Background: an optimization exercise with open tools, aiming at small area and a short achievable clock period. Do not read the settings as production practice. Power and IR drop assume default switching activity.

==> flow/design.v (excerpt) <==
module convPoolLayer (
    input  logic               clock,
    input  logic               rstN,
    input  logic               pixValid,
    input  cnnPkg::pixelT      pixData,
    input  logic               coefValid,
    input  cnnPkg::coefWriteT  coefWr,
    output logic               poolValid,
    output cnnPkg::poolSampleT poolOut
);
clock: 6.5 ns
lec_check: 0
cap_margin: 20
core_margin: 2
core_utilization: 65
cts_cluster_diameter: 80
cts_cluster_size: 20
setup_slack_margin: 4.0
slew_margin: 20
synth_hierarchical: 1
run.sh (not shown) runs the stock make flow with config.mk's settings and CLKGATE_MAP_FILE= SYNTH_SCRIPT=/design/flow/synth_recipe.tcl, a recipe that flattens the netlist after the stock synthesis.
Then changed:
--- a/flow/design.v
+++ b/flow/design.v
@@ -51,22 +51,14 @@
     output logic [107:0] wenc,
     output logic [7:0]   bias
 );
     logic        wrValid;
     logic [11:0] wr;
     logic [11:0] wrEnc;
-    always_ff @(posedge clock or negedge rstN) begin
-        if (!rstN) begin
-            wrValid <= 1'b0;
-        end else begin
-            wrValid <= coefValid;
-        end
-    end
-    always_ff @(posedge clock) begin
-        wr <= coefWr;
-    end
+    assign wrValid = coefValid;
+    assign wr      = coefWr;
     always_comb begin
         for (int d = 0; d < 4; d++) begin
             logic b2, b1, b0;
             b2 = wr[2*d+1];
             b1 = wr[2*d];
             b0 = (d == 0) ? 1'b0 : wr[2*d-1];
@@ -2498,19 +2490,17 @@
     logic signed [18:0] value;
     logic               greater;
     logic               takeOther;
     logic [3:0]         poolPos;
     assign value = conv;
     gtCompare uGreater (
-        .a      (value),
-        .b      (other),
-        .first  (!convRow[0] && !convCol[0]),
-        .first2 (convCol[0] || !convRow[0]),
-        .gt     (greater),
-        .gt2    (takeOther)
+        .a  (value),
+        .b  (other),
+        .gt (greater)
     );
+    assign takeOther = convValid && (convCol[0] || !convRow[0] || greater);
     always_ff @(posedge clock or negedge rstN) begin
         if (!rstN) begin
             convRow   <= '0;
             convCol   <= '0;
             poolValid <= 1'b0;
         end else begin
@@ -2523,13 +2513,13 @@
                     convCol <= convCol + 1'b1;
                 end
             end
         end
     end
     always_ff @(posedge clock) begin
-        if (convValid && takeOther) begin
+        if (takeOther) begin
             other <= convCol[0] ? pairQ[1] : value;
         end
         if (convValid && convCol[0]) begin
             pairQ[0] <= greater ? value : other;
             pairQ[1] <= pairQ[0];
         end
@@ -2537,16 +2527,13 @@
     end
     assign poolOut = {pairQ[0][18], pairQ[0], poolPos};
 endmodule
 module gtCompare (
     input  logic [18:0] a,
     input  logic [18:0] b,
-    input  logic        first,
-    input  logic        first2,
-    output logic        gt,
-    output logic        gt2
+    output logic        gt
 );
     logic g0_0;
     logic e0_0;
     logic g0_1;
     logic e0_1;
     logic g0_2;
@@ -2620,12 +2607,14 @@
     logic g3_2;
     logic e3_2;
     logic g4_0;
     logic e4_0;
     logic g4_1;
     logic e4_1;
+    logic g5_0;
+    logic e5_0;
     assign g0_0 = a[0] & ~b[0];
     assign e0_0 = ~(a[0] ^ b[0]);
     assign g0_1 = a[1] & ~b[1];
     assign e0_1 = ~(a[1] ^ b[1]);
     assign g0_2 = a[2] & ~b[2];
     assign e0_2 = ~(a[2] ^ b[2]);
@@ -2681,23 +2670,14 @@
     gtNodeP uN3_1 (.gh(g2_3), .eh(e2_3), .gl(g2_2), .el(e2_2), .g(g3_1), .e(e3_1));
     assign g3_2 = ~g2_4;
     assign e3_2 = ~e2_4;
     gtNodeN uN4_0 (.gh(g3_1), .eh(e3_1), .gl(g3_0), .el(e3_0), .g(g4_0), .e(e4_0));
     assign g4_1 = ~g3_2;
     assign e4_1 = ~e3_2;
-    gtTopP uTop_gt (.gh(g4_1), .eh(e4_1), .gl(g4_0), .first(first), .gt(gt));
-    gtTopP uTop_gt2 (.gh(g4_1), .eh(e4_1), .gl(g4_0), .first(first2), .gt(gt2));
-endmodule
-module gtTopP (
-    input  logic gh,
-    input  logic eh,
-    input  logic gl,
-    input  logic first,
-    output logic gt
-);
-    assign gt = first | gh | (eh & gl);
+    gtNodeP uN5_0 (.gh(g4_1), .eh(e4_1), .gl(g4_0), .el(e4_0), .g(g5_0), .e(e5_0));
+    assign gt = ~g5_0;
 endmodule
 module gtNodeP (
     input  logic gh,
     input  logic eh,
     input  logic gl,
     input  logic el,
After rerunning: Clock-buffer cell count went down by 7; total power is about the same; wire length is higher by 3.3%; hold slack is about the same; synthesized area decreases by 0.99%; maximum frequency drops by 3.2%; critical path depth rose by 3; final cell count shrinks by 0.47%; flip-flop and latch count is lower by 13; register-to-register slack got worse by 90 ps; global-route usage rose by 1.4 points; non-clock buffer count rose by 4.
Function was not checked in any run of this note: the RTL went through the layout flow alone.

## afterwards: timing with drivers on the ports
The results above use ideal ports. As a check the final layouts listed here were re-extracted and re-timed, cells and wires unchanged.
Step 1: set_driving_cell puts a clkbuf_16 on clock and a buf_2 on each other input, an assumption about the parent block.
Step 2 adds t to the input delays and takes it off the output delays; t is the mean of the earliest and latest rising clock arrival at the registers after step 1. Input paths then give back, and output paths get back, about the clock's delay inside the block.
Slacks: ideal / step 1 / step 2; pairs: ideal / step 1.
run	shift t [ns]	setup slack, ns	worst slew at a driven data input, ns
the first run	0.637	4.031 / 3.971 / 3.935	0.04
the second run	0.636	3.949 / 3.939 / 3.348	0.04
After both steps setup and hold are still met in every run listed. The setup slack of the second run, which loses most, moves by -0.010 ns with the drivers and by -0.601 ns with both steps. The worst setup slack also covers recovery checks on asynchronous resets.
